Background: an optimization exercise with open tools, aiming at small area and a short achievable clock period. Do not read the settings as production practice.
RTL that was checked went through simulation tests only; none was proved equivalent to the original.
No activity file was given, so power comes from the tool's default toggle rates.

willow:
==> flow/design.v (excerpt) <==
module executeStage (
    input  logic                         clk_i,
    input  logic                         rst_n_i,
    input  logic                         stall_i,
    input  logic                         bubble_i,
    input  logic [3:0]                   icode_i,
    input  logic [3:0]                   ifun_i,
    input  logic [2:0]                   stat_i,
    input  logic [y86Pkg::WORD_W-1:0]    valA_i,
    input  logic [y86Pkg::WORD_W-1:0]    valB_i,
    input  logic [y86Pkg::WORD_W-1:0]    valC_i,
    input  logic [3:0]                   dstE_i,
    input  logic [3:0]                   dstM_i,
    input  logic [3:0]                   srcA_i,      
    input  logic [3:0]                   srcB_i,
    output logic [3:0]                   icode_o,
    output logic [2:0]                   stat_o,
    output logic [y86Pkg::WORD_W-1:0]    valE_o,
    output logic [y86Pkg::WORD_W-1:0]    valA_o,
    output logic [3:0]                   dstE_o,
    output logic [3:0]                   dstM_o,
    output logic                         cnd_o
);
Settings: LEC_CHECK=0, CAP_MARGIN=20, CORE_MARGIN=2, CORE_UTILIZATION=40, SLEW_MARGIN=20; clock period 7.2 ns.
standard.sh (not shown) runs the stock make flow with config.mk's settings and CLKGATE_MAP_FILE= SYNTH_SCRIPT=/design/flow/synth_recipe.tcl, a recipe that flattens the netlist after the stock synthesis.
==> flow/flow/run.sh <==
#!/bin/bash
set -euo pipefail
export BUFFER_PORTS_ARGS="-buffer_cell sky130_fd_sc_hd__buf_1"
export CTS_BUF_LIST="sky130_fd_sc_hd__clkbuf_8 sky130_fd_sc_hd__clkbuf_16"
export CTS_CLUSTER_SIZE=24
export CTS_CLUSTER_DIAMETER=100
export SETUP_SLACK_MARGIN=4.3
bash standard.sh finish > make_finish.log 2>&1
--- input diff willow..fjord ---
diff --git a/flow/flow/run.sh b/flow/flow/run.sh
--- a/flow/flow/run.sh
+++ b/flow/flow/run.sh
@@ -7 +7 @@
-export SETUP_SLACK_MARGIN=4.3
+export SETUP_SLACK_MARGIN=4.2
## What came out
- Sort willow and fjord by transition time at the pin with the least slew margin desc -> top: willow
- Of the two values seen for worst setup path startpoint, icode_i[3] was produced by willow and icode_i[0] by fjord.
- From fjord to willow, number of antenna cells inserted did not move at all.
- [compare] base=willow new=fjord: top-level I/O count saw little to no change, area added between synthesis and finish saw a decrease.
Setup changes, fjord to violet
- putting ABC_AREA at 1 where nothing was set
diff --git a/flow/flow/run.sh b/flow/flow/run.sh
--- a/flow/flow/run.sh
+++ b/flow/flow/run.sh
@@ -7 +7 @@
-export SETUP_SLACK_MARGIN=4.2
+export SETUP_SLACK_MARGIN=4.7
Notes after the runs:
Across violet and fjord, none had a timing, DRC or antenna violation.
reg -> out as the worst setup path category was reported by violet, and in -> reg by fjord.
Lower worst hold-check slack among violet and fjord: violet
violet has chip height above what fjord had.
Lower wire length of the first global-routing pass goes to fjord over violet.
Cell type of the slowest stage on the worst timing path: dfxtp_2 -> violet, nor3b_4 -> fjord
#### Input delta (maple over violet)
diff --git a/flow/flow/run.sh b/flow/flow/run.sh
--- a/flow/flow/run.sh
+++ b/flow/flow/run.sh
@@ -7 +7 @@
-export SETUP_SLACK_MARGIN=4.7
+export SETUP_SLACK_MARGIN=4.6
Findings:
- The footprint of the multi-input gates of maple falls short of that of violet by 58 sq um.
- Run comparison: violet capture point of the worst path valE_o[24]; maple capture point of the worst path valE_o[34]
- From violet to maple the numbers moved as follows: clock-buffer cell count went down 1, design area went down about 2.5%.
Input changes introduced in harbor (baseline for comparison: maple):
diff --git a/flow/flow/run.sh b/flow/flow/run.sh
--- a/flow/flow/run.sh
+++ b/flow/flow/run.sh
@@ -7 +7 @@
-export SETUP_SLACK_MARGIN=4.6
+export SETUP_SLACK_MARGIN=4.8
Findings:
As far as hold violation count in the final report goes, harbor and maple are indistinguishable; the numbers are identical. harbor vs. maple: multi-input logic cell count went up by 4; combinational power share went up by 1.3 points. harbor improves on maple in shortest clock period the worst path allows after layout. No stage failed in harbor, and the final checks on the layout all came back clean. Diff maple -> harbor: wire length on met3 lost about 6%, clock network power share moved down. Total non-filler cell area in the finished layout sits higher in harbor than in maple. Relative to maple, harbor degrades power.

* * *

## the previous run
Another version of the RTL of executeStage (not shown whole).
Size in the first run: roughly 360 flip-flops.
Design executeStage, start of the top module:
module executeStage (
    input  logic                         clk_i,
    input  logic                         rst_n_i,
    input  logic                         stall_i,
    input  logic                         bubble_i,
    input  logic [3:0]                   icode_i,
    input  logic [3:0]                   ifun_i,
    input  logic [2:0]                   stat_i,
    input  logic [y86Pkg::WORD_W-1:0]    valA_i,
    input  logic [y86Pkg::WORD_W-1:0]    valB_i,
    input  logic [y86Pkg::WORD_W-1:0]    valC_i,
    input  logic [3:0]                   dstE_i,
    input  logic [3:0]                   dstM_i,
    input  logic [3:0]                   srcA_i,      
    input  logic [3:0]                   srcB_i,
    output logic [3:0]                   icode_o,
    output logic [2:0]                   stat_o,
    output logic [y86Pkg::WORD_W-1:0]    valE_o,
    output logic [y86Pkg::WORD_W-1:0]    valA_o,
    output logic [3:0]                   dstE_o,
    output logic [3:0]                   dstM_o,
    output logic                         cnd_o
);
clock: 7.2 ns
lec_check: 0
cap_margin: 20
core_margin: 2
core_utilization: 40
slew_margin: 20
==> flow/flow/run.sh <==
#!/bin/bash
set -euo pipefail
export BUFFER_PORTS_ARGS="-buffer_cell sky130_fd_sc_hd__buf_1"
export CTS_BUF_LIST="sky130_fd_sc_hd__clkbuf_8 sky130_fd_sc_hd__clkbuf_16"
export CTS_CLUSTER_SIZE=24
export CTS_CLUSTER_DIAMETER=100
export SETUP_SLACK_MARGIN=4.2
bash standard.sh finish > make_finish.log 2>&1
Relative to the previous run, the following input files were edited for the current run:
==> flow/flow/run.sh <==
#!/bin/bash
set -euo pipefail
export BUFFER_PORTS_ARGS="-buffer_cell sky130_fd_sc_hd__buf_1"
export CTS_BUF_LIST="sky130_fd_sc_hd__clkbuf_8 sky130_fd_sc_hd__clkbuf_16"
export CTS_CLUSTER_SIZE=30
export CTS_CLUSTER_DIAMETER=100
export SETUP_SLACK_MARGIN=3.9
bash standard.sh finish > make_finish.log 2>&1
### Flow results
- Higher fraction of met1 tracks used by global routing among the current run and the previous run: the current run
- Relative to the previous run, the part of the total power dissipated in sequential elements of the current run is higher by 0.7 points.
- Utilization after layout | the current run below the previous run
- Diff the current run and the previous run: number of antenna violations at the first check in global routing higher in the previous run
- For sequential-cell power consumption, the previous run and the current run come out practically identical.
- Simple-gate share of the synthesized area came out exactly the same in the current run and the previous run.
- Changes observed in the current run relative to the previous run: post-route fraction of the period consumed by the critical path saw an increase; combinational power saw a decrease; placed instance area saw little to no change.
- Maximum number of pins on one net before global-route repair (the current run over the previous run): decrease, about 2.3%

* * *

RTL: one of the versions met above, not the one the previous note started from.
Size in the first run: about 370 I/O pins, ~0.017 mm² of cells after synthesis.
## executeStage
module executeStage (
    input  logic                         clk_i,
    input  logic                         rst_n_i,
    input  logic                         stall_i,
    input  logic                         bubble_i,
    input  logic [3:0]                   icode_i,
    input  logic [3:0]                   ifun_i,
    input  logic [2:0]                   stat_i,
    input  logic [y86Pkg::WORD_W-1:0]    valA_i,
    input  logic [y86Pkg::WORD_W-1:0]    valB_i,
    input  logic [y86Pkg::WORD_W-1:0]    valC_i,
    input  logic [3:0]                   dstE_i,
    input  logic [3:0]                   dstM_i,
    input  logic [3:0]                   srcA_i,      
    input  logic [3:0]                   srcB_i,
    output logic [3:0]                   icode_o,
    output logic [2:0]                   stat_o,
    output logic [y86Pkg::WORD_W-1:0]    valE_o,
    output logic [y86Pkg::WORD_W-1:0]    valA_o,
    output logic [3:0]                   dstE_o,
    output logic [3:0]                   dstM_o,
  ...
Settings: LEC_CHECK=0, ABC_AREA=1, CAP_MARGIN=20, CORE_MARGIN=2, CORE_UTILIZATION=40, SLEW_MARGIN=20; clock period 7.2 ns.
==> flow/flow/run.sh <==
#!/bin/bash
set -euo pipefail
export BUFFER_PORTS_ARGS="-buffer_cell sky130_fd_sc_hd__buf_1"
export CTS_BUF_LIST="sky130_fd_sc_hd__clkbuf_8 sky130_fd_sc_hd__clkbuf_16"
export CTS_CLUSTER_SIZE=24
export CTS_CLUSTER_DIAMETER=100
export SETUP_SLACK_MARGIN=4.5
bash standard.sh finish > make_finish.log 2>&1
Rerun with:
--- a/flow/flow/run.sh
+++ b/flow/flow/run.sh
@@ -5,4 +5,4 @@
 export CTS_CLUSTER_SIZE=24
 export CTS_CLUSTER_DIAMETER=100
-export SETUP_SLACK_MARGIN=4.5
+export SETUP_SLACK_MARGIN=4.3
 bash standard.sh finish > make_finish.log 2>&1
Global-route usage climbs by 0.68 points.
Total power goes down by about 0.8%.
Via count is about the same.

* * *

the reference run:
executeStage, a different RTL version from the one above (not shown whole).
Size: about 1300 cells after synthesis, roughly 370 I/O pins, roughly 15000 µm² of cells after synthesis.
export LEC_CHECK = 0
export CAP_MARGIN = 20
export CORE_MARGIN = 2
export CORE_UTILIZATION = 40
export SLEW_MARGIN = 20
create_clock -name core_clock -period 7.2 [get_ports {clk_i}]
==> flow/flow/run.sh <==
#!/bin/bash
set -euo pipefail
export BUFFER_PORTS_ARGS="-buffer_cell sky130_fd_sc_hd__buf_1"
export CTS_BUF_LIST="sky130_fd_sc_hd__clkbuf_8 sky130_fd_sc_hd__clkbuf_16"
export CTS_CLUSTER_SIZE=24
export CTS_CLUSTER_DIAMETER=100
export SETUP_SLACK_MARGIN=4.2
bash standard.sh finish > make_finish.log 2>&1
Input-level comparison between the trial run and the reference run:
diff --git a/flow/flow/run.sh b/flow/flow/run.sh
--- a/flow/flow/run.sh
+++ b/flow/flow/run.sh
@@ -6,3 +6,3 @@
 export CTS_CLUSTER_DIAMETER=100
-export SETUP_SLACK_MARGIN=4.2
+export SETUP_SLACK_MARGIN=4.1
 bash standard.sh finish > make_finish.log 2>&1
Results
Lower final critical path time including I/O delays and setup among the trial run and the reference run: the reference run. Comparing the trial run and the reference run, the lower share of power burned in combinational logic is on the trial run. Going from the reference run to the trial run, filler cell count climbed about 0.45%; maximum achievable frequency dropped 1.2%. Between the reference run and the trial run, the sequential share of the synthesized area does not differ in any meaningful way. Going from the reference run to the trial run, setup slack has decreased, number of combinational gates with multiple inputs has remained practically unchanged, final period utilization has increased, path depth of the worst reg2reg path has increased.
No functional check of the RTL was part of any run of this note.

[separate check: timing with driven ports]
No port has a modelled driver above. Below, the same layouts with a new extraction and two added sets of constraints.
Step 1 assumes that a clkbuf_16 drives the clock port and a buf_2 every other input.
Step 2, shift: input delay + t, output delay - t, t = (earliest + latest rising clock arrival at the registers) / 2. This alone moves slack from input paths to output paths.
a / b / c = ideal / step 1 / step 2; a / b = the first two.
run | t (ns) | slack for setup (ns) | worst setup path at the end | clock arrival spread, ns | worst register clock-pin slew, ns
willow | 0.577 | 4.343 / 4.364 / 3.787 | input to register | 0.022 / 0.023 | 0.10 / 0.10
fjord | 0.588 | 4.244 / 4.270 / 3.682 | input to register | 0.041 / 0.040 | 0.10 / 0.10
violet | 0.583 | 4.732 / 4.678 / 4.196 | input to register | 0.031 / 0.032 | 0.10 / 0.10
maple | 0.589 | 4.635 / 4.583 / 4.088 | input to register | 0.020 / 0.020 | 0.10 / 0.10
harbor | 0.599 | 4.728 / 4.675 / 4.161 | input to register | 0.023 / 0.023 | 0.10 / 0.10
the previous run | 0.577 | 4.230 / 4.237 / 3.661 | input to register | 0.029 / 0.029 | 0.10 / 0.10
the current run | 0.586 | 3.977 / 3.998 / 3.412 | input to register | 0.016 / 0.016 | 0.12 / 0.12
the first run of note 3 | 0.582 | 4.576 / 4.537 / 3.966 | input to register | 0.039 / 0.038 | 0.11 / 0.11
the second run of note 3 | 0.589 | 4.366 / 4.342 / 3.754 | input to register | 0.026 / 0.025 | 0.11 / 0.11
the reference run | 0.583 | 4.191 / 4.191 / 3.679 | input to register | 0.023 / 0.023 | 0.11 / 0.11
the trial run | 0.576 | 4.156 / 4.175 / 3.599 | input to register | 0.026 / 0.026 | 0.10 / 0.10
After both steps setup and hold are still met in every run listed. The setup slack of the second run of note 3, which loses most, moves by -0.024 ns with the drivers and by -0.612 ns with both steps.
